This design comes from an exercise in tuning for small area, a short achievable clock period and few clock cycles per item on the open sky130 flow, not from production work.
In this exercise RTL edits were held to simulation tests only and were not proved equivalent to the original.
Power figures rest on the tool's default switching activity, not on a simulated workload. No driver is modelled on the clock port, so clocking that relies on it looks cheaper here than on a real chip.

===== flow/constraint.sdc =====
create_clock -name core_clock -period 6.5 [get_ports {clk}]
set_input_delay 1.3000 -clock core_clock [delete_from_list [all_inputs] [get_ports {clk}]]
set_output_delay 1.3000 -clock core_clock [all_outputs]
set_load 0.01 [all_outputs]

===== flow/design.v =====
module ofdm_frame_sched #(
    parameter int DW   = 8,
    parameter int NFFT = 128
) (
    input  logic          clk,
    input  logic          reset,
    input  logic          sym_valid,
    output logic          sym_ready,
    input  logic [DW-1:0] sym_i,
    input  logic [DW-1:0] sym_q,
    input  logic          sink_ready,
    output logic          sink_valid,
    output logic          sink_sop,
    output logic          sink_eop,
    output logic [DW-1:0] sink_real,
    output logic [DW-1:0] sink_imag,
    output logic          frame_done
);
    localparam int H  = NFFT / 2;
    localparam int AW = $clog2(H);
    localparam int KW = $clog2(NFFT);
    localparam logic [DW-1:0] MIN_VAL = {1'b1, {(DW-1){1'b0}}};
    localparam logic [DW-1:0] MAX_VAL = {1'b0, {(DW-1){1'b1}}};
    logic [2*DW-1:0] ring [H];
    logic [2*DW-1:0] din;
    assign din = {sym_i, sym_q};
    logic [AW-1:0] wpos;      
    logic [AW-1:0] wr_j;      
    logic          wf;        
    logic [KW-1:0] rd_k;      
    logic          rf;        
    logic [AW-1:0] rpos;      
    logic          ahead;
    logic          accept;
    logic          avail;
    logic          r_valid, r_load, o_load, r_tap;
    assign ahead  = wf ^ rf;
    assign accept = sym_valid && sym_ready;
    assign avail  = ahead || (rd_k[AW-1:0] != wr_j);
    assign r_tap  = (rpos[2:0] == 3'd0);
    assign o_load = r_valid && (!sink_valid || sink_ready);
    assign r_load = (!r_valid || o_load) && (avail ? r_tap : accept);
    always_ff @(posedge clk) begin
        ring[0] <= ring[H-1];
        for (int p = 1; p < H; p++) begin
            if (p < 8 && p[0] && accept && wpos == AW'(p)) ring[p] <= din;
            else                                          ring[p] <= ring[p-1];
        end
    end
    logic [AW-1:0] wpos_n, wr_j_n, rpos_n;
    logic [KW-1:0] rd_k_n;
    logic          wf_n, rf_n, ahead_n;
    always_comb begin
        wr_j_n = accept ? wr_j + 1'b1 : wr_j;
        wf_n   = (accept && wr_j == AW'(H - 1)) ? ~wf : wf;
        if (accept) wpos_n = (wr_j[1:0] == 2'd3) ? wpos - AW'(6) : wpos + AW'(2);
        else        wpos_n = wpos + 1'b1;
        rd_k_n = r_load ? rd_k + 1'b1 : rd_k;
        rf_n   = (r_load && rd_k == KW'(NFFT - 1)) ? ~rf : rf;
        if (!r_load)              rpos_n = rpos + 1'b1;
        else if (!rd_k[KW-1])     rpos_n = (rd_k[1:0] == 2'd3) ? rpos - AW'(6) : rpos + AW'(2);
        else                      rpos_n = (rd_k[1:0] == 2'd0) ? rpos + AW'(8) : rpos;
        ahead_n = wf_n ^ rf_n;
    end
    always_ff @(posedge clk) begin
        if (reset) begin
            wpos      <= AW'(1);
            wr_j      <= '0;
            wf        <= 1'b0;
            rd_k      <= '0;
            rf        <= 1'b0;
            rpos      <= '0;
            r_valid   <= 1'b0;
            sym_ready <= 1'b1;
        end else begin
            wpos      <= wpos_n;
            wr_j      <= wr_j_n;
            wf        <= wf_n;
            rd_k      <= rd_k_n;
            rf        <= rf_n;
            rpos      <= rpos_n;
            r_valid   <= r_load || (r_valid && !o_load);
            sym_ready <= (wpos_n[AW-1:3] == '0) && wpos_n[0] &&
                         (!ahead_n || (wr_j_n == '0 && rd_k_n[KW-1] && rd_k_n[KW-2:0] != '0));
        end
    end
    logic [2*DW-1:0] r_data;
    logic            r_sop, r_mid, r_neg, r_eop;
    logic [2*DW-1:0] tap [H/8];
    always_comb for (int e = 0; e < H/8; e++) tap[e] = ring[8*e];
    always_ff @(posedge clk) begin
        if (r_load) begin
            r_data <= avail ? tap[rpos[AW-1:3]] : din;
            r_sop  <= (rd_k == '0);
            r_mid  <= (rd_k == KW'(H));
            r_neg  <= rd_k[KW-1] && (rd_k[KW-2:0] != '0);
            r_eop  <= (rd_k == KW'(NFFT - 1));
        end
    end
    logic [DW-1:0] ri, rq, re_n, im_n;
    assign ri = r_data[2*DW-1:DW];
    assign rq = r_data[DW-1:0];
    always_comb begin
        re_n = ri;
        im_n = rq;
        if (r_sop) begin
            im_n = '0;
        end else if (r_mid) begin
            re_n = rq;
            im_n = '0;
        end else if (r_neg) begin
            im_n = (rq == MIN_VAL) ? MAX_VAL : -rq;
        end
    end
    always_ff @(posedge clk) begin
        if (reset) begin
            sink_valid <= 1'b0;
        end else begin
            sink_valid <= o_load || (sink_valid && !sink_ready);
        end
    end
    always_ff @(posedge clk) begin
        if (o_load) begin
            sink_sop  <= r_sop;
            sink_eop  <= r_eop;
            sink_real <= re_n;
            sink_imag <= im_n;
        end
    end
    assign frame_done = sink_valid && sink_ready && sink_eop;
endmodule

===== flow/run.sh =====
#!/bin/bash
# synth_recipe.tcl (not shown) runs the flow's synth.tcl, then flattens the netlist and writes it again
# the make line also repeats each setting of config.mk as NAME=value (left out here)
make -C /OpenROAD-flow-scripts/flow DESIGN_CONFIG=/design/flow/config.mk WORK_HOME=/design/flow/orfs CLKGATE_MAP_FILE= SYNTH_SCRIPT=/design/flow/synth_recipe.tcl finish

===== flow/config.mk =====
export PLATFORM = sky130hd
export DESIGN_NAME = ofdm_frame_sched
export DESIGN_NICKNAME = ofdm_frame_sched
export VERILOG_FILES = /design/flow/design.v
export SDC_FILE = /design/flow/constraint.sdc
export NUM_CORES = 4
export LEC_CHECK = 0
export CAP_MARGIN = 20
export CORE_MARGIN = 2
export CORE_UTILIZATION = 50
export CTS_BUF_LIST = sky130_fd_sc_hd__clkbuf_16
export CTS_CLUSTER_DIAMETER = 60
export CTS_CLUSTER_SIZE = 30
export PLACE_DENSITY = 0.65
export SETUP_SLACK_MARGIN = 3.4
export SLEW_MARGIN = 20

==> results of run 1 <==
-- state kept, by name (all words and copies together), names as in the netlist, 6 cells and up --
signal	flops
r_data	16
rd_k	7
ring	1024
rpos	6
sink_imag	8
sink_real	8
wpos	6
wr_j	6
-- metal layers --
layer,wire [µm],GRT usage [%],vias to the layer above
met4,845,4.758,0
li1,-,-,5357
met5,0,0,-
met1,19790,21.16,5109
met2,15800,21.20,147
met3,1323,2.399,63
-- power breakdown --
part	switching [µW]	total [µW]	internal [µW]
Clock	2040	3640	1600
Sequential	327	7980	7650
Combinational	651	1080	431
Total	3020	12700	9680
-- path summary, 6_finish.rpt --
check | to | cells past startpoint | slack, ps
hold / removal | ring[28][8]$_DFF_P_ | 0 | 300
setup reg to reg | r_data[6]$_DFFE_PN_ | 8 | 3570
hold reg to reg | ring[28][8]$_DFF_P_ | 0 | 300
setup / recovery | frame_done | 3 | 3490
-- stage by stage --
| stage | power (µW) | hold WS, ps | instances | util (%) | setup WS, ps |
|---|---|---|---|---|---|
| 2_1_floorplan | 8689 | 309.6 | 1598 | - | 3622 |
| 3_3_place_gp | 9143 | 309.6 | 2281 | 52.73 | 2546 |
| 3_5_place_dp | 9177 | 312.1 | 2281 | 52.73 | 2486 |
| 4_1_cts | 12790 | 305.9 | 2362 | 55.93 | 3138 |
| 5_1_grt | 13220 | 300.6 | 2364 | 56.00 | 3424 |
| 6_report | 12700 | 298.2 | 2364 | 56.00 | 3493 |
-- layout by cell type, fill, tap and decap left out, types with 4 or more instances in the layout --
cell type        Yosys  layout
clkbuf_16            0      52
xor2_1              25      25
clkinv_2             0       5
edfxtp_1            38      38
xnor2_1             12      12
nand3b_1             4       4
a31oi_1              6       6
clkdlybuf4s50_1      0      37
o21ai_1              4       4
a222oi_1            16      16
or3_1                9       9
mux2_2             104     104
nand3_1              9       8
dfxtp_1           1054    1053
nand4_1             21      21
and3_1               7       6
nor3_1               6       6
a211oi_1             4       4
mux2i_1              5       5
a21oi_1             37      37
inv_6                0       4
inv_1               12      19
nand2_1             55      55
buf_4                0      11
o21ai_0             23      23
ha_1                20      19
nor2_1              41      41
-- timing repair --
item,4_1_cts,5_1_grt
resized for setup,7,5
buffers inserted,2,2
pin swaps,2,0
endpoints found under the setup margin,67,35
-- area by class of cell --
class	count	area, µm²	share of cell area [%]
flip-flops and latches	1092	22240	77.58
clock buffers	52	1301	4.539
clock inverters	27	321.6	1.122
repair buffers	51	475.5	1.658
inverters	13	53.80	0.1877
well taps	680	850.8	2.967
multi-input cells	449	3426	11.95
-- logic make-up after synthesis --
group / Yosys count / synth area share, %
buf+inv: 57 / 0.9524
xor+xnor: 38 / 1.344
mux: 111 / 4.863
flops: 1092 / 85.94
compound gates: 105 / 2.630
simple gates: 175 / 3.307
fa+ha+maj: 20 / 0.9669
-- critical path: cells and delay by family --
| family | cells | cell delay [ps] |
|---|---|---|
| buf+inv | 2 | 260 |
| simple gates | 1 | 140 |
==> summary.txt, run 1 <==
Critical R2R Launch=rpos[5]$_SDFFE_PP0N_; Post-Layout Inst Area=0.02867 mm²; Initial Util=50.55%; Worst EP arrival=1710 ps; chip height=231.5 µm; Max stage delay on crit path=140 ps; Hold Path Origin=ring[27][8]$_DFF_P_; Fillers=3952; Cell Area, Placed=0.02699 mm²; Cell Area, Synth=0.02588 mm²; n_diodes=0; worst setup path startpoint=sink_ready; Clock Path Buffers=3; Sink Count=1092; Synth area leaders=dfxtp_1 (82%), mux2_2 (4.5%), edfxtp_1 (4.4%), ha_1 (0.97%), xor2_1 (0.85%); max-slew violations=0; post-synth top area share=81.53%; RSZ-0062 raised after global routing=no; critical-path cell list=dlymetal6s2s_1 -> and3_1 -> buf_2; minimum clock period=3007 ps; Synth cell types=54; outcome=no timing/DRC/antenna violations; layout cell share with drive strength beyond 1=12.17%; worst hold path class=reg2reg; #FFs+latches synth=1092; Startpoint Class=primary input; CTS root buffer=clkbuf_16; router iterations before antenna repair=5; port bufs=40; count leader, synth=dfxtp_1; asr flop ratio synth=0%; Total GRT Usage=14.25%; DRT iter0 DRCs=656; Worst Setup End Kind=output port; leading area contributor after synthesis=dfxtp_1; Hold-fix buffers, CTS=0; DR WL/cell=15.97 µm; Routed Antenna Nets=0; Syn Inst Count=1598; crit path kind=in2out; Pwr Density=443.1 mW/mm²; Boundary Pins=41; H-tree depth=2; Max Cap Viol=0; Total Wirelength=37.76 mm; Worst Skew=30.12 ps; setup_tns=0 ps; Synth Flop Type=dfxtp_1; initial antenna violation count=0; relative slew slack=50.00%; CTS clk-pin slew, worst paths=100 ps; sequential fraction of the synthesis area=85.94%; DP Wirelength=22.87 mm; most frequent cells after synthesis=dfxtp_1 (1054), mux2_2 (104), nand2_1 (55), nor2_1 (41), edfxtp_1 (38); largest net degree at the start of global routing=39; # rows=83; nets@finish=1695; Area growth syn-to-layout=10.78%; Post-route DRC=0; setup violators final=0; CTS tree=done; Pleak=0.01138 µW; post-synthesis area per instance=16.20 µm²; Peak VDD IR=0.0002293 V; Hold Vio Cnt, Final=0; RePlAce Congestion=0.7753; first-pass GRT wire length=58.73 mm; f_max=332.5 MHz; Syn Nets=1638; Post-synth EDFFs=38; slowest CP cell=and3_1; number of synthesis warnings=3; required time worst endpoint=5200 ps; number of global-route vias before repair=10600; Tcrit/Tclk final=46.27%; actual slew at the worst max-slew pin=748.4 ps; die area=0.05360 mm²; worst-path maximum fanout=3; CTS buffer count=48; Worst-Skew Late Latency=620 ps; Placeable Area=0.05120 mm²; global route total overflow=0; Vias=10680; Die W=231.5 µm; vias per cell=4.516
Testbench counts, summed over its fixed seeds: cycles 16,400, frames 128.
==> run 2: changes to the inputs <==
--- a/flow/config.mk
+++ b/flow/config.mk
@@ -14,3 +14,3 @@
 export PLACE_DENSITY = 0.65
-export SETUP_SLACK_MARGIN = 3.4
+export SETUP_SLACK_MARGIN = 3.65
 export SLEW_MARGIN = 20
==> run 2 against run 1 <==
Flip-flop and latch count stayed put. Final cell count hardly changed. Sequential share of layout area is 0.23 points higher. Still clean. Total power is 1.6% lower. Die area stayed put. Sequential power hardly changed. Routed wire length is 0.90% higher. First-iteration DRC count is 5.0% lower. Clock power is 5.5% lower. Count of clock-buffer cells in the layout is 6 lower. Area after synthesis stayed put. Global-route usage hardly changed.
==> summary.txt, run 2 <==
Worst Skew=23.70 ps; DR WL/cell=16.12 µm; n_diodes=0; Post-route DRC=0; vias per cell=4.539; DP Wirelength=23.39 mm; relative slew slack=50.79%; most common cell after layout, fill and taps aside=dfxtp_1; largest net degree at the start of global routing=39; Routed Antenna Nets=0; Top Registers=ring x1024, r_data x16; Die W=231.5 µm; Switching Share=23.68%; hold depth=0; actual slew at the worst max-slew pin=736.7 ps; Total GRT Usage=14.30%; CTS buffer count=46; Sw Pwr=2960 µW; Clock Path Buffers=3; Cell Area, Synth=0.02588 mm²; Peak VDD IR=0.0002113 V; Boundary Pins=41; internal power=9543 µW; post-synthesis area per instance=16.20 µm²; asr flop ratio synth=0%; RSZ-0062 raised after global routing=yes; Hold Vio Cnt, Final=0; Worst EP arrival=1640 ps; Post-synth EDFFs=38; Max Cap Viol=0; Pwr Density=437.3 mW/mm²; leading area contributor after synthesis=dfxtp_1; crit path kind=in2out; CTS root buffer=clkbuf_16; port bufs=40; global route total overflow=0; Tcrit/Tclk final=45.20%; Synth Flop Type=dfxtp_1; router iterations before antenna repair=7; Max stage delay on crit path=140 ps; setup violators final=0; number of flip-flops in the largest register=1024; required time worst endpoint=5200 ps; Worst-Skew Late Latency=620 ps; critical-path cell list=buf_6 -> and3_4 -> buf_6; Syn Nets=1638; most frequent cells after synthesis=dfxtp_1 (1054), mux2_2 (104), nand2_1 (55), nor2_1 (41), edfxtp_1 (38); Syn Inst Count=1598; setup_tns=0 ps; # rows=83; f_max=340.3 MHz; RePlAce Congestion=0.8320; DRT iter0 DRCs=623; Startpoint Class=primary input; number of synthesis warnings=3; Area growth syn-to-layout=10.47%; layout cell share with drive strength beyond 1=12.42%; slowest CP cell=and3_4; Total Wirelength=38.10 mm; Initial Util=50.55%; Placeable Area=0.05120 mm²; Worst Setup End Kind=output port; count leader, synth=dfxtp_1; worst hold path class=reg2reg; most frequent cells in the layout=dfxtp_1 (1051), mux2_2 (104), nand2_1 (55); max-slew violations=0; Hold-fix buffers, CTS=0; Sink Count=1092; CTS clk-pin slew, worst paths=100 ps; Pleak=0.01140 µW; number of global-route vias before repair=10510; Vias=10730; initial antenna violation count=0; power share of the combinational group=8.6%; sequential fraction of the synthesis area=85.94%; worst-path maximum fanout=2; nets@finish=1695; CTS tree=done; Most common cell on crit path=buf_6; Util after Layout=55.84%; Synth area leaders=dfxtp_1 (82%), mux2_2 (4.5%), edfxtp_1 (4.4%), ha_1 (0.97%), xor2_1 (0.85%); Reg with most FFs=ring; chip height=231.5 µm; outcome=no timing/DRC/antenna violations; #FFs+latches synth=1092; first-pass GRT wire length=58.65 mm; post-synth top area share=81.53%; H-tree depth=2; Fillers=3998; Sequential Power Share=63.8%; die area=0.05360 mm²; minimum clock period=2938 ps; clock share of power=27.5%; Synth cell types=54; R2R cell count=7
==> run 2: cell type report <==
cell class | count | area [µm²] | area share (%)
Sequential cell | 1092 | 22250 | 77.80
Tap cell | 680 | 850.8 | 2.976
Timing Repair Buffer | 52 | 495.5 | 1.733
Multi-Input combinational cell | 450 | 3491 | 12.21
Clock inverter | 30 | 301.5 | 1.055
Clock buffer | 46 | 1151 | 4.026
Inverter | 13 | 56.30 | 0.1969
==> run 2: power groups by stage <==
stage | combinational [µW] | sequential, µW | clock, µW
after floorplan | 697 | 7990 | 0
after global placement | 1030 | 8110 | 0
after detailed placement | 1050 | 8130 | 0
after CTS | 1060 | 7990 | 3540
after global routing | 1180 | 8070 | 3780
final | 1080 | 7980 | 3440
==> run 2: final timing paths <==
kind                                      startpoint                   end  slack [ps]
worst max-delay path                      sink_ready            frame_done        3560
worst min-delay path            ring[49][12]$_DFF_P_  ring[50][12]$_DFF_P_         320
worst max register to register    rd_k[4]$_SDFF_PP0_  sym_ready$_SDFF_PP1_        3760
worst min register to register  ring[49][12]$_DFF_P_  ring[50][12]$_DFF_P_         320
==> run 2: cells by family (layout without fill, tap and decap cells) <==
kind of cell    after synthesis  in the layout  synth area share [%]
buf+inv                      57            141                0.9524
flops                      1092           1092                 85.94
fa+ha+maj                    20             20                0.9669
xor+xnor                     38             38                 1.344
compound gates              105            105                 2.630
simple gates                175            176                 3.307
mux                         111            111                 4.863
==> run 2: worst max-delay path, delay by kind of cell <==
family | cells | cell delay [ps]
buffers and inverters | 2 | 200
and+or+nand+nor | 1 | 140
==> run 2: timing repair <==
action / in CTS / in global routing
endpoints found under the setup margin: 91 / 50
gates cloned: 0 / 1
buffers inserted: 4 / 2
pin swaps: 0 / 1
hold endpoints to repair: 0 / 0
gates resized for setup: 22 / 24
==> run 2: per-stage QoR <==
| stage | instance area [µm²] | cells | total power [µW] | worst slack [ps] | hold WS [ps] |
|---|---|---|---|---|---|
| 4_1_cts | 28480 | 2360 | 12590 | 3319 | 324.5 |
| 3_3_place_gp | 26990 | 2280 | 9140 | 2697 | 309.8 |
| 5_1_grt | 28590 | 2363 | 13030 | 3557 | 333.4 |
| 6_report | 28590 | 2363 | 12500 | 3562 | 323.1 |
| 2_1_floorplan | 25890 | 1598 | 8690 | 3727 | 309.6 |
| 3_5_place_dp | 26990 | 2280 | 9184 | 2653 | 312.1 |
==> run 2: per-layer routing <==
| metal | vias to the layer above | wire [µm] | GRT usage, % |
|---|---|---|---|
| met1 | 5137 | 19690 | 20.97 |
| met2 | 171 | 15930 | 21.16 |
| li1 | 5352 | - | - |
| met4 | 0 | 980 | 4.738 |
| met3 | 65 | 1492 | 2.928 |
| met5 | - | 0 | 0 |
==> run 3: changes to the inputs <==
==> flow/flow/run.sh (new file) <==
#!/bin/bash
set -euo pipefail
export BUFFER_PORTS_ARGS="-buffer_cell sky130_fd_sc_hd__buf_2"
export CTS_ARGS="-sink_clustering_enable -repair_clock_nets -buf_list sky130_fd_sc_hd__clkbuf_16 -sink_clustering_size 40 -sink_clustering_max_diameter 40 -dont_use_dummy_load"
bash standard.sh > standard_flow.log 2>&1
==> flow/standard.sh (new file) <==
#!/bin/bash
# synth_recipe.tcl (not shown) runs the flow's synth.tcl, then flattens the netlist and writes it again
# the make line also repeats each setting of config.mk as NAME=value (left out here)
make -C /OpenROAD-flow-scripts/flow DESIGN_CONFIG=/design/flow/config.mk WORK_HOME=/design/flow/orfs CLKGATE_MAP_FILE= SYNTH_SCRIPT=/design/flow/synth_recipe.tcl "${@:-finish}"
removed: flow/run.sh
==> run 3 against run 2 <==
Worst setup slack got worse by 4.5 ps. Still clean. Critical endpoint unchanged. Design area rose by 2.8%. Flip-flop and latch count unchanged. First-iteration DRC count down 16%. Die area is the same. Sequential share of layout area shrank 2.1 points. Non-clock buffer count down 2. Clock power rose by 38%. Maximum frequency shrank 0.15%. Critical path depth stayed put.
==> summary.txt, run 3 <==
outcome=no timing/DRC/antenna violations; number of flip-flops in the largest register=1024; DP Wirelength=23.05 mm; CTS tree=done; largest net degree at the start of global routing=39; Total GRT Usage=14.72%; RSZ-0062 raised after global routing=yes; die area=0.05360 mm²; max-slew violations=0; CTS clk-pin slew, worst paths=60 ps; leading area contributor after synthesis=dfxtp_1; # rows=83; Post-synth EDFFs=38; Synth area leaders=dfxtp_1 (82%), mux2_2 (4.5%), edfxtp_1 (4.4%), ha_1 (0.97%), xor2_1 (0.85%); met3 WL=1.889 mm; clock share of power=34.5%; initial antenna violation count=4; setup violators final=0; worst hold path class=reg2reg; Synth Flop Type=dfxtp_1; Syn Nets=1638; most common cell after layout, fill and taps aside=dfxtp_1; DR WL/cell=16.19 µm; minimum clock period=2943 ps; Worst EP arrival=1640 ps; Total Wirelength=38.62 mm; Cell Area, Placed=0.02679 mm²; Synth cell types=54; Cell Area, Synth=0.02588 mm²; most frequent cells in the layout=dfxtp_1 (1052), mux2_2 (104), clkbuf_16 (99); asr flop ratio synth=0%; Die W=231.5 µm; WL met2=16.60 mm; CTS buffer count=99; count leader, synth=dfxtp_1; multi-input logic area=0.003476 mm²; vias per cell=4.627; Pleak=0.01178 µW; #FFs+latches synth=1092; worst-path maximum fanout=2; Post-Layout Inst Area=0.02940 mm²; Switching Share=22.13%; Reg with most FFs=ring; Sequential cell area=0.02225 mm²; power share of the combinational group=7.4%; f_max=339.8 MHz; Pwr Density=468.0 mW/mm²; CTS root buffer=clkbuf_16; Initial Util=50.55%; number of global-route vias before repair=11190; Routed Antenna Nets=0; RePlAce Congestion=0.7985; chip height=231.5 µm; Vias=11040; Tcrit/Tclk final=45.27%; post-synthesis area per instance=16.20 µm²; Max Cap Viol=0; Placeable Area=0.05120 mm²; DRT iter0 DRCs=525; Metal-1 WL=19.01 mm; Sequential Power Share=58.2%; Top Registers=ring x1024, r_data x16; Post-route DRC=0; Sw Pwr=3045 µW; Worst Setup End Kind=output port; nets@finish=1746; Syn Inst Count=1598; DR top layer=met5; post-synth top area share=81.53%; global route total overflow=0; Fillers=3903; Hold Vio Cnt, Final=0; Area growth syn-to-layout=13.61%; number of synthesis warnings=3; Worst-Skew Late Latency=660 ps; first-pass GRT wire length=60.51 mm; port bufs=40; actual slew at the worst max-slew pin=990.9 ps; Worst Skew=91.87 ps; setup_tns=0 ps; H-tree depth=3; router iterations before antenna repair=5; Sink Count=1092; layout cell share with drive strength beyond 1=16.14%; Boundary Pins=41; required time worst endpoint=5200 ps; relative slew slack=33.94%; most frequent cells after synthesis=dfxtp_1 (1054), mux2_2 (104), nand2_1 (55), nor2_1 (41), edfxtp_1 (38); Hold-fix buffers, CTS=0; crit path kind=in2out; Clock Path Buffers=3; Peak VDD IR=0.0002087 V; Startpoint Class=primary input; internal power=10720 µW; sequential fraction of the synthesis area=85.94%
==> run 3: power groups by stage <==
stage,sequential (µW),combinational (µW),clock [µW]
floorplan,7990,697,0
finish,8010,1010,4740
global route,8090,1120,5150
global placement,8120,950,0
detailed placement,8140,967,0
CTS,8020,981,4870
==> run 3: routing by layer <==
metal	global-route usage, %	vias up
li1	-	5460
met4	5.706	4
met3	3.777	86
met5	0	-
met2	21.81	203
met1	20.72	5287
==> run 3: cell families after synthesis <==
kind of cell,synth area share [%]
mux,4.863
compound gates,2.630
buf+inv,0.9524
xor+xnor,1.344
flops,85.94
simple gates,3.307
fa+ha+maj,0.9669
==> run 3: path summary, 6_finish.rpt <==
check	startpoint	endpoint	slack (ps)	cells past startpoint
hold / removal	ring[54][12]$_DFF_P_	ring[55][12]$_DFF_P_	250	0
hold reg to reg	ring[54][12]$_DFF_P_	ring[55][12]$_DFF_P_	250	0
setup / recovery	sink_ready	frame_done	3560	3
setup reg to reg	wr_j[1]$_SDFF_PP0_	sym_ready$_SDFF_PP1_	3830	9
==> run 3: through the flow <==
step	power, µW	worst slack (ps)	hold slack (ps)	util (%)	instances
2_1_floorplan	8690	3727	309.6	-	1598
3_3_place_gp	9066	3106	309.7	52.32	2279
3_5_place_dp	9107	3058	312.1	52.32	2279
4_1_cts	13870	3558	247.6	57.24	2379
5_1_grt	14360	3550	252.2	57.43	2385
6_report	13760	3557	249.1	57.43	2386
==> run 3: what timing repair did <==
action | CTS | global route
setup buffers | 1 | 4
cloned | 0 | 1
setup endpoints to repair | 16 | 75
pin swaps | 1 | 4
resized for setup | 9 | 12
==> run 3: area by class of cell <==
type | instances | share of cell area (%)
timing repair buffer | 50 | 0.9915
tap | 680 | 2.894
inverter | 13 | 0.1915
sequential | 1092 | 75.66
clock buffer | 99 | 8.426
multi-input combinational | 450 | 11.82
antenna | 2 | 0.01702
==> run 3: critical path: stages <==
cell,delay [ps]
buf_6,90
and3_4,140
buf_6,110
==> run 4: changes to the inputs <==
==> flow/flow/run.sh (replaced) <==
#!/bin/bash
set -euo pipefail
export BUFFER_PORTS_ARGS="-buffer_cell sky130_fd_sc_hd__buf_2"
export CTS_ARGS="-sink_clustering_enable -repair_clock_nets -buf_list sky130_fd_sc_hd__clkbuf_16 -sink_clustering_size 30 -sink_clustering_max_diameter 60 -dont_use_dummy_load"
bash standard.sh > standard_flow.log 2>&1
--- a/flow/config.mk
+++ b/flow/config.mk
@@ -9,3 +9,3 @@
 export CORE_MARGIN = 2
-export CORE_UTILIZATION = 50
+export CORE_UTILIZATION = 70
 export CTS_BUF_LIST = sky130_fd_sc_hd__clkbuf_16
@@ -13,3 +13,3 @@
 export CTS_CLUSTER_SIZE = 30
-export PLACE_DENSITY = 0.65
+export PLACE_DENSITY = 0.85
 export SETUP_SLACK_MARGIN = 3.65
==> run 4 against run 3 <==
Register-to-register slack lost 120 ps. Via count hardly changed. Worst setup slack lost 10 ps. Critical endpoint unchanged. Highest routed layer is now met4.
==> summary.txt, run 4 <==
Pleak=0.01111 µW; max-slew violations=0; f_max=338.6 MHz; Placeable Area=0.03652 mm²; Syn Nets=1638; Post-route DRC=0; Initial Util=70.86%; Boundary Pins=41; Hold Vio Cnt, Final=0; most common cell after layout, fill and taps aside=dfxtp_1; Worst Skew=59.10 ps; Max Cap Viol=0; most frequent cells after synthesis=dfxtp_1 (1054), mux2_2 (104), nand2_1 (55), nor2_1 (41), edfxtp_1 (38); RePlAce Congestion=0.8383; crit path kind=in2out; actual slew at the worst max-slew pin=1032 ps; Die W=196.3 µm; Reg with most FFs=ring; most frequent cells in the layout=dfxtp_1 (1052), mux2_2 (104), nand2_1 (55); Total Wirelength=42.30 mm; Tcrit/Tclk final=45.43%; # rows=70; setup violators final=0; global route total overflow=0; Vias=11030; Cell Area, Placed=0.02653 mm²; Routed Antenna Nets=0; post-synth top area share=81.53%; #FFs+latches synth=1092; Worst-Skew Late Latency=610 ps; first-pass GRT wire length=64.50 mm; sequential fraction of the synthesis area=85.94%; CTS buffer count=45; Area growth syn-to-layout=7.285%; leading area contributor after synthesis=dfxtp_1; number of flip-flops in the largest register=1024; post-synthesis area per instance=16.20 µm²; outcome=no timing/DRC/antenna violations; setup_tns=0 ps; Post-synth EDFFs=38; Peak VDD IR=0.0002838 V; Synth area leaders=dfxtp_1 (82%), mux2_2 (4.5%), edfxtp_1 (4.4%), ha_1 (0.97%), xor2_1 (0.85%); CTS tree=done; largest net degree at the start of global routing=35; vias per cell=5.209; Post-Layout Inst Area=0.02777 mm²; internal power=9292 µW; number of global-route vias before repair=11430; Synth Flop Type=dfxtp_1; Top Registers=ring x1024, r_data x16; minimum clock period=2953 ps; RSZ-0062 raised after global routing=yes; initial antenna violation count=1; DR WL/cell=19.97 µm; Syn Inst Count=1598; number of synthesis warnings=3; relative slew slack=31.09%; clock share of power=25.3%; Synth cell types=54; Sw Pwr=2879 µW; Clock Path Buffers=3; Hold-fix buffers, CTS=0; layout cell share with drive strength beyond 1=13.34%; chip height=196.3 µm; DRT iter0 DRCs=785; Sequential Power Share=66.1%; Fillers=1998; asr flop ratio synth=0%; H-tree depth=2; router iterations before antenna repair=7; worst-path maximum fanout=3; Pwr Density=438.3 mW/mm²; Switching Share=23.65%; die area=0.03853 mm²; count leader, synth=dfxtp_1; Worst Setup End Kind=output port; Worst EP arrival=1650 ps; Startpoint Class=primary input; nets@finish=1691; port bufs=40; power share of the combinational group=8.6%; required time worst endpoint=5200 ps; CTS clk-pin slew, worst paths=100 ps; Sink Count=1092; CTS root buffer=clkbuf_16; worst hold path class=reg2reg; Cell Area, Synth=0.02588 mm²; DP Wirelength=25.14 mm; Total GRT Usage=22.35%
-- run 4: changes by cell type in the layout (fill, tap and decap cells not counted), sizes merged --
cell    delta
diode      -1
clkbuf    -54
buf        -1
-- run 4: area by class of cell --
| type | count | area (µm²) | share of cell area, % |
|---|---|---|---|
| antenna | 1 | 2.502 | 0.009012 |
| sequential | 1092 | 22250 | 80.12 |
| clock buffer | 45 | 1126 | 4.056 |
| tap | 468 | 585.6 | 2.109 |
| multi-input combinational | 450 | 3472 | 12.50 |
| timing repair buffer | 49 | 280.3 | 1.009 |
| inverter | 13 | 53.80 | 0.1938 |
-- run 4: timing repair --
| item | in CTS | in global routing |
|---|---|---|
| setup endpoints to repair | 40 | 51 |
| gates resized for setup | 13 | 5 |
| setup buffers | 3 | 1 |
| cloned | 1 | 0 |
| pin swaps | 2 | 1 |
-- run 4: worst paths after layout --
kind | startpoint | endpoint | slack, ps | depth (start not counted)
worst max register to register | wr_j[1]$_SDFF_PP0_ | sym_ready$_SDFF_PP1_ | 3710 | 9
worst min register to register | ring[22][0]$_DFF_P_ | ring[23][0]$_DFF_P_ | 290 | 0
worst min-delay path | ring[22][0]$_DFF_P_ | ring[23][0]$_DFF_P_ | 290 | 0
worst max-delay path | sink_ready | frame_done | 3550 | 3
-- run 4: layer usage --
layer | track usage, % | vias up | wire length [µm]
met2 | 37.94 | 220 | 20550
met5 | 0 | - | 0
met3 | 3.180 | 74 | 1654
li1 | - | 5327 | -
met1 | 29.98 | 5412 | 19120
met4 | 7.183 | 0 | 971
-- run 4: per-stage QoR --
stage / instances / hold slack [ps] / power, µW / setup slack (ps) / utilization, %
CTS: 2116 / 287.3 / 12210 / 3557 / 75.93
finish: 2118 / 285.5 / 12170 / 3547 / 76.03
global placement: 2067 / 309.5 / 9042 / 3128 / 72.61
global route: 2117 / 288.2 / 12590 / 3542 / 76.02
detailed placement: 2067 / 312.1 / 9149 / 2982 / 72.63
floorplan: 1598 / 309.6 / 8690 / 3727 / -
-- run 4: cells by family after synthesis --
family,synth area share (%)
AO/OA/AOI/OAI,2.630
XOR/XNOR,1.344
adder cells (fa/ha/maj),0.9669
buffers and inverters,0.9524
flip-flops,85.94
multiplexers,4.863
AND/OR/NAND/NOR,3.307
-- run 4: power by group through the flow --
stage,combinational (µW),sequential (µW),clock (µW)
floorplan,697,7990,0
global placement,920,8120,0
detailed placement,969,8180,0
CTS,1030,8060,3120
global route,1130,8120,3340
finish,1040,8050,3080
-- run 4: worst max-delay path: stages --
cell    delay, ps
buf_6         100
and3_4        140
buf_6         120
==> run 5: changes to the inputs <==
--- a/flow/config.mk
+++ b/flow/config.mk
@@ -9,3 +9,3 @@
 export CORE_MARGIN = 2
-export CORE_UTILIZATION = 70
+export CORE_UTILIZATION = 50
 export CTS_BUF_LIST = sky130_fd_sc_hd__clkbuf_16
@@ -13,3 +13,3 @@
 export CTS_CLUSTER_SIZE = 30
-export PLACE_DENSITY = 0.85
+export PLACE_DENSITY = 0.65
 export SETUP_SLACK_MARGIN = 3.65
==> run 5 against run 4 <==
Maximum frequency is 0.41% higher. Flip-flop and latch count stayed put. Clock power hardly changed. Sequential share of layout area is 0.97 points lower. Final cell count is 10% higher. Routed wire length is 12% lower.
==> summary.txt, run 5 <==
DR top layer=met5; WL met2=15.66 mm; leading area contributor after synthesis=dfxtp_1; Initial Util=50.55%; DRT iter0 DRCs=585; H-tree depth=2; asr flop ratio synth=0%; Die W=231.5 µm; critical-path cell list=buf_6 -> and3_4 -> buf_6; vias per cell=4.573; Total GRT Usage=13.98%; Worst path top cell family by delay=buffers and inverters; nets@finish=1695; Pwr Density=431.4 mW/mm²; Hold-fix buffers, CTS=0; CTS clk-pin slew, worst paths=100 ps; die area=0.05360 mm²; Synth area leaders=dfxtp_1 (82%), mux2_2 (4.5%), edfxtp_1 (4.4%), ha_1 (0.97%), xor2_1 (0.85%); most frequent cells in the layout=dfxtp_1 (1052), mux2_2 (104), nand2_1 (55); Top Registers=ring x1024, r_data x16; Total Wirelength=37.27 mm; port bufs=40; Sink Count=1092; Max Cap Viol=0; Util after Layout=54.90%; Cell Area, Placed=0.02679 mm²; f_max=340.0 MHz; outcome=no timing/DRC/antenna violations; relative slew slack=31.31%; Post-Layout Inst Area=0.02811 mm²; placed cell count=2279; Boundary Pins=41; Synth Flop Type=dfxtp_1; Startpoint Class=primary input; DR WL/cell=15.97 µm; post-synthesis area per instance=16.20 µm²; Worst-Skew Late Latency=610 ps; largest net degree at the start of global routing=39; Metal-1 WL=18.88 mm; Worst Skew=67.67 ps; Most common cell on crit path=buf_6; most common cell after layout, fill and taps aside=dfxtp_1; Syn Nets=1638; number of synthesis warnings=3; RePlAce Congestion=0.7985; actual slew at the worst max-slew pin=1030 ps; Finished Layout Cells=2334; number of flip-flops in the largest register=1024; setup_tns=0 ps; Routed Antenna Nets=0; first-pass GRT wire length=57.67 mm; Synth cell types=54; minimum clock period=2941 ps; DP Wirelength=23.05 mm; Peak VDD IR=0.0002237 V; chip height=231.5 µm; Vias=10670; Crit path buffers/inverters=2; Placeable Area=0.05120 mm²; number of global-route vias before repair=10550; Hold Vio Cnt, Final=0; CTS root buffer=clkbuf_16; post-synth top area share=81.53%; Syn Inst Count=1598; count leader, synth=dfxtp_1; Area growth syn-to-layout=8.601%; worst hold path class=reg2reg; met3 WL=1.639 mm; layout cell share with drive strength beyond 1=13.55%; Cell Area, Synth=0.02588 mm²; Reg with most FFs=ring; Design Power=12120 µW; global route total overflow=0; initial antenna violation count=5; Pleak=0.01115 µW; Worst EP arrival=1640 ps; setup violators final=0; RSZ-0062 raised after global routing=yes; most frequent cells after synthesis=dfxtp_1 (1054), mux2_2 (104), nand2_1 (55), nor2_1 (41), edfxtp_1 (38); Tcrit/Tclk final=45.25%; slowest CP cell=and3_4; CTS buffer count=47; Clock Path Buffers=3; crit path kind=in2out; Worst Setup End Kind=output port; #FFs+latches synth=1092; sequential fraction of the synthesis area=85.94%; Post-route DRC=0; Post-synth EDFFs=38; max-slew violations=0; # rows=83; CTS tree=done; worst-path maximum fanout=2; required time worst endpoint=5200 ps; router iterations before antenna repair=5; Max stage delay on crit path=140 ps
-- run 5: cell counts after synthesis --
No cell type changed its count.
-- run 5: cells by family after synthesis --
group	count (synthesis)	share of synthesized area, %
multiplexers	111	4.863
AO/OA/AOI/OAI	105	2.630
buffers and inverters	57	0.9524
adder cells (fa/ha/maj)	20	0.9669
flip-flops	1092	85.94
XOR/XNOR	38	1.344
AND/OR/NAND/NOR	175	3.307
-- run 5: layout make-up --
class / instances / area, µm²
Antenna cell: 1 / 2.502
Clock buffer: 47 / 1176
Fill cell: 4031 / 23090
Inverter: 13 / 56.30
Multi-Input combinational cell: 450 / 3476
Sequential cell: 1092 / 22250
Tap cell: 680 / 850.8
Timing Repair Buffer: 51 / 299.0
-- run 5: per-stage QoR --
stage               setup slack (ps)  hold WS [ps]
floorplan                       3727         309.6
global placement                3106         309.7
detailed placement              3058         312.1
finish                          3559         253.3
CTS                             3558         249.0
global route                    3550         242.4
-- run 5: repair_timing --
| item | CTS | global route |
|---|---|---|
| endpoints found under the setup margin | 17 | 79 |
| gates resized for setup | 8 | 13 |
| buffers inserted | 1 | 5 |
| gates cloned | 0 | 1 |
| pin swaps | 1 | 4 |
-- run 5: final timing paths --
kind	cells after the start	slack (ps)	endpoint	start
max reg2reg	9	3840	sym_ready$_SDFF_PP1_	wr_j[1]$_SDFF_PP0_
max	3	3560	frame_done	sink_ready
min	0	250	ring[20][9]$_DFF_P_	ring[19][9]$_DFF_P_
min reg2reg	0	250	ring[20][9]$_DFF_P_	ring[19][9]$_DFF_P_
-- run 5: report_power, final --
| part | total [µW] | internal (µW) | switching (µW) |
|---|---|---|---|
| logic | 1030 | 405 | 623 |
| registers | 7990 | 7650 | 335 |
| clock network | 3110 | 1300 | 1810 |
| total | 12100 | 9350 | 2770 |
-- run 5: routing by layer --
metal / GRT usage (%) / vias up
met2: 20.75 / 145
met1: 20.29 / 5119
met3: 2.719 / 65
li1: - / 5338
met4: 5.262 / 6
met5: 0 / -
==> run 6: changes to the inputs <==
==> flow/flow/run.sh (replaced) <==
#!/bin/bash
set -euo pipefail
export BUFFER_PORTS_ARGS="-buffer_cell sky130_fd_sc_hd__buf_2"
export CTS_ARGS="-sink_clustering_enable -repair_clock_nets -buf_list sky130_fd_sc_hd__clkbuf_16 -sink_clustering_size 36 -sink_clustering_max_diameter 60 -dont_use_dummy_load"
bash standard.sh > standard_flow.log 2>&1
--- a/flow/config.mk
+++ b/flow/config.mk
@@ -9,3 +9,3 @@
 export CORE_MARGIN = 2
-export CORE_UTILIZATION = 50
+export CORE_UTILIZATION = 70
 export CTS_BUF_LIST = sky130_fd_sc_hd__clkbuf_16
@@ -13,3 +13,3 @@
 export CTS_CLUSTER_SIZE = 30
-export PLACE_DENSITY = 0.65
+export PLACE_DENSITY = 0.85
 export SETUP_SLACK_MARGIN = 3.65
==> run 6 against run 5 <==
Area after synthesis did not move. Critical endpoint unchanged. Count of clock-buffer cells in the layout fell by 6. First-iteration DRC count rose by 23%. Sequential power rose by 0.8%. Clock power fell by 6%. Die area fell by 28%. Total power fell by 0.72%. Synthesized cell count did not move. Worst hold slack improved by 20 ps. Flip-flop and latch count did not move. Via count rose by 3.0%.
==> summary.txt, run 6 <==
Total GRT Usage=22.14%; Post-route DRC=0; largest family of logic cells by synthesized area=multiplexers; Sink Count=1092; Sequential Power Share=66.8%; RePlAce Congestion=0.8383; multiplexer area fraction after synthesis=4.863%; #FFs+latches synth=1092; power share of the combinational group=8.8%; Sw Pwr=2837 µW; DR WL/cell=19.72 µm; CTS tree=done; Worst Hold Margin=273.7 ps; number of synthesis warnings=3; number of flip-flops in the largest register=1024; nets@finish=1689; Syn Inst Count=1598; count leader, synth=dfxtp_1; CTS buffer count=41; Post-Synth Adder-Cell Area=0.9669%; setup violators final=0; sequential fraction of the synthesis area=85.94%; Synth area leaders=dfxtp_1 (82%), mux2_2 (4.5%), edfxtp_1 (4.4%), ha_1 (0.97%), xor2_1 (0.85%); CTS root buffer=clkbuf_16; leading area contributor after synthesis=dfxtp_1; Clock Path Buffers=3; router iterations before antenna repair=5; Boundary Pins=41; met3 WL=1.528 mm; most common cell after layout, fill and taps aside=dfxtp_1; Pleak=0.01107 µW; chip height=196.3 µm; Syn Nets=1638; worst hold path class=reg2reg; DR top layer=met4; DP Wirelength=25.14 mm; layout cell share with drive strength beyond 1=13.24%; f_max=338.6 MHz; H-tree depth=2; number of global-route vias before repair=11490; global route total overflow=0; Worst EP arrival=1650 ps; Vias=10990; Total Wirelength=41.73 mm; Synth Flop Type=dfxtp_1; Compound-Gate Fraction of Synth Area=2.630%; internal power=9200 µW; # rows=70; post-synthesis simple-gate area fraction=3.307%; Peak VDD IR=0.0004158 V; post-synthesis area per instance=16.20 µm²; Metal-1 WL=18.89 mm; Fillers=2000; WL met2=20.26 mm; RSZ-0062 raised after global routing=yes; Sequential cell area=0.02225 mm²; asr flop ratio synth=0%; die area=0.03853 mm²; Worst-Skew Late Latency=610 ps; setup_tns=0 ps; vias per cell=5.196; Worst Skew=80.81 ps; Max Cap Viol=0; most frequent cells after synthesis=dfxtp_1 (1054), mux2_2 (104), nand2_1 (55), nor2_1 (41), edfxtp_1 (38); DRT iter0 DRCs=722; Switching Share=23.57%; multi-input logic area=0.003466 mm²; initial antenna violation count=1; port bufs=40; CTS clk-pin slew, worst paths=110 ps; Worst Setup End Kind=output port; Cell Area, Synth=0.02588 mm²; Tcrit/Tclk final=45.44%; actual slew at the worst max-slew pin=1112 ps; Hold Path Origin=ring[22][0]$_DFF_P_; Die W=196.3 µm; Pwr Density=434.9 mW/mm²; worst setup path startpoint=sink_ready; outcome=no timing/DRC/antenna violations; Startpoint Class=primary input; crit path kind=in2out; Top Registers=ring x1024, r_data x16; Placeable Area=0.03652 mm²; Synth cell types=54; most frequent cells in the layout=dfxtp_1 (1052), mux2_2 (104), nand2_1 (55); post-synth top area share=81.53%; Post-Layout Inst Area=0.02768 mm²; minimum clock period=2953 ps; Hold-fix buffers, CTS=0; Post-Synth XOR/XNOR Area=1.344%; first-pass GRT wire length=64.09 mm; max-slew violations=0; clock share of power=24.4%; Reg with most FFs=ring; Post-synth EDFFs=38; required time worst endpoint=5200 ps; relative slew slack=25.70%; worst-path maximum fanout=3; largest net degree at the start of global routing=37; Area growth syn-to-layout=6.942%; Hold Vio Cnt, Final=0; Critical R2R Launch=rd_k[2]$_SDFF_PP0_; Initial Util=70.86%; Routed Antenna Nets=0; Cell Area, Placed=0.02653 mm²
[run 6: logic make-up (layout without fill, tap and decap cells)]
logic type / Yosys count / count (layout)
buf+inv: 57 / 105
other cells: 0 / 1
mux: 111 / 111
fa+ha+maj: 20 / 20
flops: 1092 / 1092
xor+xnor: 38 / 38
compound gates: 105 / 105
simple gates: 175 / 176
[run 6: final timing paths]
check / depth (start not counted) / slack, ps / end
setup / recovery: 3 / 3550 / frame_done
hold reg to reg: 0 / 270 / ring[23][0]$_DFF_P_
hold / removal: 0 / 270 / ring[23][0]$_DFF_P_
setup reg to reg: 8 / 3750 / sym_ready$_SDFF_PP1_
[run 6: layout make-up]
| class | count | share of cell area, % |
|---|---|---|
| well taps | 468 | 2.116 |
| clock buffers | 41 | 3.707 |
| multi-input cells | 450 | 12.52 |
| repair buffers | 51 | 1.067 |
| flip-flops and latches | 1092 | 80.38 |
| diodes | 1 | 0.009041 |
| inverters | 13 | 0.2034 |
[run 6: critical path, cell delays in order]
cell and delay [ps]:
buf_6 100, and3_4 140, buf_6 120
[run 6: timing repair]
| item | in CTS | in global routing |
|---|---|---|
| pin swaps | 2 | 0 |
| hold endpoints to repair | 0 | 0 |
| setup endpoints to repair | 40 | 52 |
| resized for setup | 12 | 7 |
| cloned | 1 | 0 |
| setup buffers | 3 | 3 |
[run 6: stage by stage]
step	util (%)	cells	setup WS (ps)	power, µW
global placement	72.61	2067	3128	9042
global route	75.78	2115	3542	12460
finish	75.78	2116	3547	12040
floorplan	-	1598	3727	8690
detailed placement	72.63	2067	2982	9149
CTS	75.65	2112	3557	12060
[run 6: routing by layer]
metal  global-route usage, %  up-vias
li1                        -     5335
met1                   29.48     5377
met2                   37.44      204
met3                   3.060       78
met4                   8.025        0
met5                       0        -
[run 6: power groups by stage]
| stage | combinational [µW] | clock [µW] | sequential (µW) |
|---|---|---|---|
| detailed placement | 969 | 0 | 8180 |
| finish | 1060 | 2930 | 8050 |
| global placement | 920 | 0 | 8120 |
| floorplan | 697 | 0 | 7990 |
| CTS | 1030 | 2980 | 8050 |
| global route | 1150 | 3190 | 8120 |
==> run 7: changes to the inputs <==
--- a/flow/design.v
+++ b/flow/design.v
@@ -35,3 +35,3 @@
     logic          avail;
-    logic          r_valid, r_load, o_load, r_tap;
+    logic          o_load, r_tap;
     assign ahead  = wf ^ rf;
@@ -40,4 +40,3 @@
     assign r_tap  = (rpos[2:0] == 3'd0);
-    assign o_load = r_valid && (!sink_valid || sink_ready);
-    assign r_load = (!r_valid || o_load) && (avail ? r_tap : accept);
+    assign o_load = (!sink_valid || sink_ready) && (avail ? r_tap : accept);
     always_ff @(posedge clk) begin
@@ -57,5 +56,5 @@
         else        wpos_n = wpos + 1'b1;
-        rd_k_n = r_load ? rd_k + 1'b1 : rd_k;
-        rf_n   = (r_load && rd_k == KW'(NFFT - 1)) ? ~rf : rf;
-        if (!r_load)              rpos_n = rpos + 1'b1;
+        rd_k_n = o_load ? rd_k + 1'b1 : rd_k;
+        rf_n   = (o_load && rd_k == KW'(NFFT - 1)) ? ~rf : rf;
+        if (!o_load)              rpos_n = rpos + 1'b1;
         else if (!rd_k[KW-1])     rpos_n = (rd_k[1:0] == 2'd3) ? rpos - AW'(6) : rpos + AW'(2);
@@ -72,3 +71,2 @@
             rpos      <= '0;
-            r_valid   <= 1'b0;
             sym_ready <= 1'b1;
@@ -81,3 +79,2 @@
             rpos      <= rpos_n;
-            r_valid   <= r_load || (r_valid && !o_load);
             sym_ready <= (wpos_n[AW-1:3] == '0) && wpos_n[0] &&
@@ -86,28 +83,19 @@
     end
-    logic [2*DW-1:0] r_data;
-    logic            r_sop, r_mid, r_neg, r_eop;
     logic [2*DW-1:0] tap [H/8];
+    logic [2*DW-1:0] smp;
+    logic [DW-1:0]   si, sq, re_n, im_n;
     always_comb for (int e = 0; e < H/8; e++) tap[e] = ring[8*e];
-    always_ff @(posedge clk) begin
-        if (r_load) begin
-            r_data <= avail ? tap[rpos[AW-1:3]] : din;
-            r_sop  <= (rd_k == '0);
-            r_mid  <= (rd_k == KW'(H));
-            r_neg  <= rd_k[KW-1] && (rd_k[KW-2:0] != '0);
-            r_eop  <= (rd_k == KW'(NFFT - 1));
-        end
-    end
-    logic [DW-1:0] ri, rq, re_n, im_n;
-    assign ri = r_data[2*DW-1:DW];
-    assign rq = r_data[DW-1:0];
+    assign smp = avail ? tap[rpos[AW-1:3]] : din;
+    assign si  = smp[2*DW-1:DW];
+    assign sq  = smp[DW-1:0];
     always_comb begin
-        re_n = ri;
-        im_n = rq;
-        if (r_sop) begin
+        re_n = si;
+        im_n = sq;
+        if (rd_k == '0) begin
             im_n = '0;
-        end else if (r_mid) begin
-            re_n = rq;
+        end else if (rd_k == KW'(H)) begin
+            re_n = sq;
             im_n = '0;
-        end else if (r_neg) begin
-            im_n = (rq == MIN_VAL) ? MAX_VAL : -rq;
+        end else if (rd_k[KW-1]) begin
+            im_n = (sq == MIN_VAL) ? MAX_VAL : -sq;
         end
@@ -123,4 +111,4 @@
         if (o_load) begin
-            sink_sop  <= r_sop;
-            sink_eop  <= r_eop;
+            sink_sop  <= (rd_k == '0);
+            sink_eop  <= (rd_k == KW'(NFFT - 1));
             sink_real <= re_n;
==> flow/flow/run.sh (replaced) <==
#!/bin/bash
set -euo pipefail
export BUFFER_PORTS_ARGS="-buffer_cell sky130_fd_sc_hd__buf_2"
export CTS_ARGS="-sink_clustering_enable -repair_clock_nets -buf_list sky130_fd_sc_hd__clkbuf_16 -sink_clustering_size 30 -sink_clustering_max_diameter 60 -dont_use_dummy_load"
bash standard.sh > standard_flow.log 2>&1
==> run 7 against run 6 <==
Critical endpoint is now ring[7][4]$_DFF_P_. Sequential power down 1%. Die area down 2.8%. Largest cell class unchanged. Via count up 5.3%. Routed wire length up 18%. Flip-flop and latch count down 21. Clock skew down 17 ps. Largest power group unchanged. Still clean.
==> summary.txt, run 7 <==
DRT iter0 DRCs=1085; f_max=335.3 MHz; Worst Skew=63.32 ps; leading area contributor after synthesis=dfxtp_1; Vias=11580; outcome=no timing/DRC/antenna violations; crit path kind=in2reg; largest net degree at the start of global routing=43; RePlAce Congestion=0.7969; post-synthesis area per instance=16.24 µm²; Worst Setup End Kind=flop; post-synth top area share=83.82%; setup violators final=0; Top Registers=ring x1024, sink_imag x8, sink_real x8; die area=0.03746 mm²; Syn Inst Count=1549; number of synthesis warnings=3; Pwr Density=448.5 mW/mm²; Post-synth EDFFs=18; Worst-Skew Late Latency=590 ps; Boundary Pins=41; number of global-route vias before repair=11590; CTS root buffer=clkbuf_16; number of flip-flops in the largest register=1024; Cell Area, Synth=0.02515 mm²; actual slew at the worst max-slew pin=751.8 ps; Peak VDD IR=0.0003644 V; setup_tns=0 ps; #FFs+latches synth=1071; CTS tree=done; DR WL/cell=23.43 µm; sequential fraction of the synthesis area=85.97%; Fillers=1740; Sink Count=1071; CTS clk-pin slew, worst paths=100 ps; DP Wirelength=25.94 mm; Design Power=12390 µW; port bufs=40; Total GRT Usage=23.65%; initial antenna violation count=4; Final WS setup=3517 ps; most frequent cells in the layout=dfxtp_1 (1047), mux2_2 (82), nand2_1 (52); Synth Flop Type=dfxtp_1; vias per cell=5.498; required time worst endpoint=6930 ps; Max stage delay on crit path=660 ps; layout cell share with drive strength beyond 1=16.58%; minimum clock period=2983 ps; Pleak=0.01108 µW; most frequent cells after synthesis=dfxtp_1 (1053), mux2_2 (82), nand2_1 (53), nor2_1 (38), xnor2_1 (26); slowest CP cell=nand3_2; router iterations before antenna repair=8; Worst EP arrival=3420 ps; first-pass GRT wire length=67.25 mm; worst-path maximum fanout=16; CTS buffer count=44; global route total overflow=0; count leader, synth=dfxtp_1; worst hold path class=reg2reg; asr flop ratio synth=0%; Placeable Area=0.03548 mm²; Synth cell types=55; chip height=193.5 µm; Tcrit/Tclk final=45.89%; max-slew violations=0; Util after Layout=77.83%; Routed Antenna Nets=0; Reg with most FFs=ring; Total Wirelength=49.35 mm; Area growth syn-to-layout=9.811%; H-tree depth=2; Initial Util=70.88%; RSZ-0062 raised after global routing=yes; Clock Path Buffers=3; Startpoint Class=primary input; relative slew slack=49.81%; Hold Vio Cnt, Final=0; Post-route DRC=0; DP Worst Slack=2741 ps; critical-path cell list=buf_2 -> nand2_1 -> nor3_2 -> nand3_2 -> mux2_2; # rows=69; Synth area leaders=dfxtp_1 (84%), mux2_2 (3.7%), edfxtp_1 (2.1%), ha_1 (1.0%), xnor2_1 (0.91%); Die W=193.5 µm; most common cell after layout, fill and taps aside=dfxtp_1; Syn Nets=1589; Max Cap Viol=0; nets@finish=1683
==> run 7: per-layer routing <==
| metal | global-route usage, % | up-vias | share of wire [%] |
|---|---|---|---|
| met2 | 38.86 | 547 | 48 |
| met3 | 3.156 | 148 | 6.4 |
| li1 | - | 5259 | - |
| met1 | 32.44 | 5624 | 42 |
| met4 | 9.019 | 0 | 4.2 |
| met5 | 0 | - | 0 |
==> run 7: path summary, 6_finish.rpt <==
check                           depth (start not counted)                  from  slack (ps)                          to
worst min register to register                          0  ring[44][12]$_DFF_P_         270        ring[45][12]$_DFF_P_
worst min-delay path                                    0  ring[44][12]$_DFF_P_         270        ring[45][12]$_DFF_P_
worst max register to register                         12  rpos[4]$_SDFFE_PP0N_        3540  sink_imag[7]$_SDFFCE_PP0N_
worst max-delay path                                    5             sym_valid        3520          ring[7][4]$_DFF_P_
==> run 7: repair_timing <==
action                                 in CTS  in global routing
endpoints found under the hold margin       0                  0
hold buffers                                0                  0
setup endpoints to repair                  82                 75
buffers inserted                            7                 30
pin swaps                                   5                 24
gates cloned                                2                  3
resized for setup                          30                 48
==> run 7: layout make-up <==
cell class	count	area, µm²	share of cell area (%)
sequential	1071	21630	78.33
antenna	4	10.01	0.03624
tap	461	576.8	2.089
inverter	10	41.29	0.1495
clock buffer	44	1101	3.987
timing repair buffer	86	686.9	2.487
multi-input combinational	430	3567	12.92
==> run 7: power by group <==
group	internal (µW)	switching, µW
Sequential	7530	412
Clock	1220	1810
Combinational	563	843
==> run 7: logic make-up (layout without fill, tap and decap cells) <==
kind of cell	count (synthesis)	after routing	synth area share, %
AOI/OAI and AO/OA	108	108	2.980
xor gates and xnor gates	44	44	1.532
adders and majority gates	20	20	0.9950
buffers and inverters	50	140	0.8707
DFF	1071	1071	85.97
muxes	99	99	4.542
other	0	4	0
and+or+nand+nor	157	159	3.109
==> run 7: metrics by stage <==
stage                     hold slack [ps]  instance area [µm²]  instances
after floorplan                     309.6                25150       1549
after global placement              309.8                25790       2016
after CTS                           279.1                27100       2069
after detailed placement            312.1                25790       2016
final                               274.9                27620       2106
after global routing                269.7                27610       2105
==> run 7: worst max-delay path, delay by kind of cell <==
kind / cells / cell delay, ps
buf+inv: 1 / 80
simple gates: 3 / 1530
mux: 1 / 490
Testbench counts of run 7, summed over its fixed seeds: cycles 16,392, frames 128.
==> run 8: changes to the inputs <==
--- a/flow/config.mk
+++ b/flow/config.mk
@@ -9,3 +9,3 @@
 export CORE_MARGIN = 2
-export CORE_UTILIZATION = 70
+export CORE_UTILIZATION = 50
 export CTS_BUF_LIST = sky130_fd_sc_hd__clkbuf_16
@@ -13,4 +13,4 @@
 export CTS_CLUSTER_SIZE = 30
-export PLACE_DENSITY = 0.85
-export SETUP_SLACK_MARGIN = 3.65
+export PLACE_DENSITY = 0.65
+export SETUP_SLACK_MARGIN = 3.55
 export SLEW_MARGIN = 20
==> run 8 against run 7 <==
Clock skew fell by 9.6 ps. Total power decreased by 2.3%. Routed wire length fell by 21%. Worst setup slack got worse by 89 ps. Synthesized cell count stayed put. Non-clock buffer count decreased by 26. Combinational power is 18% lower. Still clean. Critical path type unchanged. Die area up 39%. Maximum frequency decreased by 2.9%. Global-route usage decreased by 8.8 points. Area after synthesis is the same. Flip-flop and latch count stayed put.
==> summary.txt, run 8 <==
outcome=no timing/DRC/antenna violations; r2r setup slk=3570 ps; nets@finish=1657; die area=0.05211 mm²; number of global-route vias before repair=10280; worst hold path class=reg2reg; most frequent cells in the layout=dfxtp_1 (1048), mux2_2 (82), nand2_1 (52); number of synthesis warnings=3; Routed Antenna Nets=0; CTS clk-pin slew, worst paths=100 ps; worst-path maximum fanout=16; DRT iter0 DRCs=728; Pleak=0.01092 µW; relative slew slack=25.65%; max-slew violations=0; number of flip-flops in the largest register=1024; asr flop ratio synth=0%; Finished Layout Cells=2292; global route total overflow=0; Synth Flop Type=dfxtp_1; Peak VDD IR=0.0001926 V; H-tree depth=2; leading area contributor after synthesis=dfxtp_1; CTS root buffer=clkbuf_16; post-synthesis area per instance=16.24 µm²; Syn Nets=1589; #FFs+latches synth=1071; DR WL/cell=16.92 µm; setup_tns=0 ps; Critical R2R Launch=rpos[3]$_SDFFE_PP0N_; Vias=10490; setup violators final=0; count leader, synth=dfxtp_1; Top Registers=ring x1024, sink_imag x8, sink_real x8; Reg with most FFs=ring; Total Wirelength=38.79 mm; port bufs=40; R2R Path End=sink_imag[6]$_SDFFCE_PP0N_; Die W=228.3 µm; Cell Area, Synth=0.02515 mm²; vias per cell=4.575; CTS buffer count=46; post-synth top area share=83.82%; router iterations before antenna repair=5; Post-synth EDFFs=18; Sink Count=1071; Critical Path End=ring[7][9]$_DFF_P_; R2R cell count=10; RSZ-0062 raised after global routing=yes; most common cell after layout, fill and taps aside=dfxtp_1; Synth area leaders=dfxtp_1 (84%), mux2_2 (3.7%), edfxtp_1 (2.1%), ha_1 (1.0%), xnor2_1 (0.91%); Worst Setup End Kind=flop; RePlAce Congestion=0.8219; Initial Util=50.44%; Synth cell types=55; chip height=228.3 µm; Util after Layout=55.20%; sequential fraction of the synthesis area=85.97%; actual slew at the worst max-slew pin=1112 ps; Fillers=3908; required time worst endpoint=6960 ps; Clock Path Buffers=3; initial antenna violation count=6; Post-route DRC=0; Pwr Density=439.6 mW/mm²; Final WS setup=3428 ps; Boundary Pins=41; f_max=325.5 MHz; Worst-Skew Late Latency=610 ps; # rows=82; Worst EP arrival=3540 ps; placed cell count=2230; DP Worst Slack=2806 ps; Worst Skew=53.73 ps; layout cell share with drive strength beyond 1=14.18%; Total GRT Usage=14.87%; Tcrit/Tclk final=47.26%; DP Wirelength=23.96 mm; Hold Vio Cnt, Final=0; CTS tree=done; Area growth syn-to-layout=9.443%; worst setup path startpoint=sym_valid; Syn Inst Count=1549; minimum clock period=3072 ps; Max Cap Viol=0; crit path kind=in2reg; largest net degree at the start of global routing=43; Startpoint Class=primary input; most frequent cells after synthesis=dfxtp_1 (1053), mux2_2 (82), nand2_1 (53), nor2_1 (38), xnor2_1 (26); first-pass GRT wire length=59.22 mm; Placeable Area=0.04986 mm²
==> run 8: cell counts after synthesis <==
No cell type changed its count.
==> run 8: cell families (layout without fill, tap and decap cells) <==
group | Yosys count | in the layout | synth area share, %
buffers and inverters | 50 | 116 | 0.8707
muxes | 99 | 99 | 4.542
other | 0 | 5 | 0
DFF | 1071 | 1071 | 85.97
xor gates and xnor gates | 44 | 44 | 1.532
adders and majority gates | 20 | 20 | 0.9950
and+or+nand+nor | 157 | 157 | 3.109
AOI/OAI and AO/OA | 108 | 108 | 2.980
==> run 8: through the flow <==
stage          instance area [µm²]  hold slack, ps  total power (µW)
2_1_floorplan                25150           309.6              8562
3_3_place_gp                 26080           309.6              9020
3_5_place_dp                 26080           312.1              9055
4_1_cts                      27320           276.1             12130
5_1_grt                      27510           281.4             12600
6_report                     27520           276.7             12100
==> run 8: worst min-delay path by stage <==
stage,cells past startpoint,slack [ps],start,to
floorplan,0,310,ring[63][0]$_DFF_P_,ring[0][0]$_DFF_P_
global placement,0,310,ring[42][3]$_DFF_P_,ring[43][3]$_DFF_P_
detailed placement,0,310,ring[9][12]$_DFF_P_,ring[10][12]$_DFF_P_
CTS,0,280,ring[36][15]$_DFF_P_,ring[37][15]$_DFF_P_
global route,0,280,ring[36][15]$_DFF_P_,ring[37][15]$_DFF_P_
finish,0,280,ring[36][15]$_DFF_P_,ring[37][15]$_DFF_P_
==> run 8: layout make-up <==
cell class	instances	area [µm²]	share of cell area, %
tap	672	840.8	3.055
clock buffer	46	1151	4.182
inverter	10	37.54	0.1364
antenna	5	12.51	0.04546
sequential	1071	21630	78.60
multi-input combinational	428	3416	12.41
timing repair buffer	60	431.7	1.568
==> run 8: worst max-delay path, cell delays in order <==
cell     delay (ps)
buf_2            90
nand2_1         260
nor3_1          410
nand3_1         880
mux2_2          590
==> run 8: routing by layer <==
metal  global-route usage (%)  up-vias  wire length (µm)
met4                    4.534        0               860
met2                    21.29      191             15860
met5                        0        -                 0
met3                    3.463       67              1956
met1                    22.38     5039             20110
li1                         -     5189                 -
==> run 8: what timing repair did <==
| action | in CTS | in global routing |
|---|---|---|
| gates cloned | 0 | 1 |
| pin swaps | 2 | 6 |
| hold buffers | 0 | 0 |
| resized for setup | 15 | 34 |
| setup buffers | 4 | 6 |
| endpoints found under the setup margin | 55 | 74 |
==> run 8: where the power goes <==
part	switching, µW	internal, µW	total, µW
Combinational	679	474	1150
Sequential	348	7530	7880
Clock	1800	1270	3070
Total	2830	9270	12100
==> run 9: changes to the inputs <==
--- a/flow/config.mk
+++ b/flow/config.mk
@@ -14,3 +14,3 @@
 export PLACE_DENSITY = 0.65
-export SETUP_SLACK_MARGIN = 3.55
+export SETUP_SLACK_MARGIN = 3.65
 export SLEW_MARGIN = 20
==> run 9 against run 8 <==
Non-clock buffer count grew 23. Worst hold slack gained 9.1 ps. Core utilization is 0.70 points higher. Total power grew 1.3%. Sequential power barely moved. Synthesized cell count did not move. Critical path type is now in2out.
==> summary.txt, run 9 <==
Pwr Density=439.7 mW/mm²; Startpoint Class=primary input; Synth Flop Type=dfxtp_1; Clock Path Buffers=3; R2R Path End=sink_imag[1]$_SDFFCE_PP0N_; actual slew at the worst max-slew pin=606.2 ps; Synth area leaders=dfxtp_1 (84%), mux2_2 (3.7%), edfxtp_1 (2.1%), ha_1 (1.0%), xnor2_1 (0.91%); number of synthesis warnings=3; chip height=228.3 µm; Die W=228.3 µm; setup violators final=0; count leader, synth=dfxtp_1; Routed Antenna Nets=0; Boundary Pins=41; first-pass GRT wire length=59.26 mm; Peak VDD IR=0.0002176 V; relative slew slack=59.58%; CTS clk-pin slew, worst paths=100 ps; DR top layer=met5; Util after Layout=55.90%; Worst Skew=82.39 ps; worst setup path startpoint=sink_ready; Design Power=12260 µW; worst-path maximum fanout=2; DP Wirelength=23.61 mm; Critical R2R Launch=rpos[3]$_SDFFE_PP0N_; leading area contributor after synthesis=dfxtp_1; Placeable Area=0.04986 mm²; number of global-route vias before repair=10320; Total GRT Usage=14.80%; RSZ-0062 raised after global routing=yes; Worst Hold Margin=285.8 ps; number of flip-flops in the largest register=1024; Pleak=0.01109 µW; Area growth syn-to-layout=10.83%; RePlAce Congestion=0.7999; global route total overflow=0; Metal-1 WL=20.00 mm; Sink Count=1071; Reg with most FFs=ring; port bufs=40; Final WS setup=3554 ps; outcome=no timing/DRC/antenna violations; Total Wirelength=38.65 mm; DRT iter0 DRCs=689; Synth cell types=55; Worst Setup End Kind=output port; Syn Nets=1589; sequential fraction of the synthesis area=85.97%; post-synth top area share=83.82%; required time worst endpoint=5200 ps; Post-route DRC=0; # rows=82; Initial Util=50.44%; Post-synth EDFFs=18; Hold-fix buffers, CTS=0; asr flop ratio synth=0%; CTS tree=done; r2r setup slk=3720 ps; Top Registers=ring x1024, sink_imag x8, sink_real x8; post-synthesis area per instance=16.24 µm²; most frequent cells in the layout=dfxtp_1 (1047), mux2_2 (82), nand2_1 (52); Max Cap Viol=0; initial antenna violation count=3; R2R cell count=10; minimum clock period=2946 ps; Syn Inst Count=1549; die area=0.05211 mm²; max-slew violations=0; layout cell share with drive strength beyond 1=15.92%; Vias=10650; Critical Path End=frame_done; largest net degree at the start of global routing=39; Cell Area, Synth=0.02515 mm²; CTS root buffer=clkbuf_16; router iterations before antenna repair=7; Tcrit/Tclk final=45.32%; Fillers=3928; DR WL/cell=16.71 µm; Hold Vio Cnt, Final=0; DP Worst Slack=2825 ps; H-tree depth=2; Worst-Skew Late Latency=600 ps; setup_tns=0 ps; crit path kind=in2out; nets@finish=1681; WL met2=15.87 mm; #FFs+latches synth=1071; f_max=339.5 MHz; CTS buffer count=47; most common cell after layout, fill and taps aside=dfxtp_1; met3 WL=1.928 mm; most frequent cells after synthesis=dfxtp_1 (1053), mux2_2 (82), nand2_1 (53), nor2_1 (38), xnor2_1 (26); Worst EP arrival=1650 ps; worst hold path class=reg2reg; vias per cell=4.603
==> run 9: cell counts after synthesis <==
No cell type changed its count.
==> run 9: layout make-up <==
class	count	area [µm²]	share of cell area (%)
well taps	672	840.8	3.017
repair buffers	83	696.9	2.500
flip-flops and latches	1071	21640	77.63
inverters	10	41.29	0.1481
clock buffers	47	1176	4.220
diodes	2	5.005	0.01796
multi-input cells	428	3476	12.47
==> run 9: worst min-delay path by stage <==
stage | from | endpoint | slack [ps] | depth (start not counted)
finish | ring[33][2]$_DFF_P_ | ring[34][2]$_DFF_P_ | 290 | 0
global route | ring[33][2]$_DFF_P_ | ring[34][2]$_DFF_P_ | 290 | 0
CTS | ring[33][2]$_DFF_P_ | ring[34][2]$_DFF_P_ | 290 | 0
detailed placement | ring[63][4]$_DFF_P_ | ring[0][4]$_DFF_P_ | 310 | 0
global placement | ring[3][4]$_DFF_P_ | ring[4][4]$_DFF_P_ | 310 | 0
floorplan | ring[63][0]$_DFF_P_ | ring[0][0]$_DFF_P_ | 310 | 0
==> run 9: routing by layer <==
metal / global-route usage [%] / vias up
met2: 21.41 / 195
met4: 3.901 / 2
met5: 0 / -
li1: - / 5244
met1: 22.54 / 5139
met3: 3.113 / 67
==> run 9: power breakdown <==
part,switching (µW),leakage [µW],internal (µW),total (µW)
combinational,723,0.00175,583,1310
sequential,341,0.00875,7530,7870
clock,1790,0.000579,1300,3080
==> run 9: logic make-up after synthesis <==
kind of cell | count (synthesis) | synth area share, %
buffers and inverters | 50 | 0.8707
xor gates and xnor gates | 44 | 1.532
DFF | 1071 | 85.97
adders and majority gates | 20 | 0.9950
and+or+nand+nor | 157 | 3.109
muxes | 99 | 4.542
AOI/OAI and AO/OA | 108 | 2.980
==> run 9: worst max-delay path: stages <==
cell,delay (ps)
buf_6,90
and3_4,140
buf_6,110
==> run 9: timing repair <==
action | in CTS | in global routing
gates resized for setup | 25 | 40
pin swaps | 4 | 13
endpoints found under the hold margin | 0 | 0
cloned | 1 | 2
endpoints found under the setup margin | 78 | 74
buffers inserted | 9 | 22
==> run 9: per-stage QoR <==
step	area (µm²)	std cells
after floorplan	25150	1549
after global placement	26080	2230
after detailed placement	26080	2230
after CTS	27460	2287
after global routing	27870	2311
final	27870	2313

Re-timed with assumed drivers on the ports (clkbuf_16 on the clock, buf_2 on other inputs), run 9 has 3.519 ns of setup slack against 3.554 ns with ideal ports, and 3.216 ns once port delays also move by the mid clock arrival of 0.631 ns.
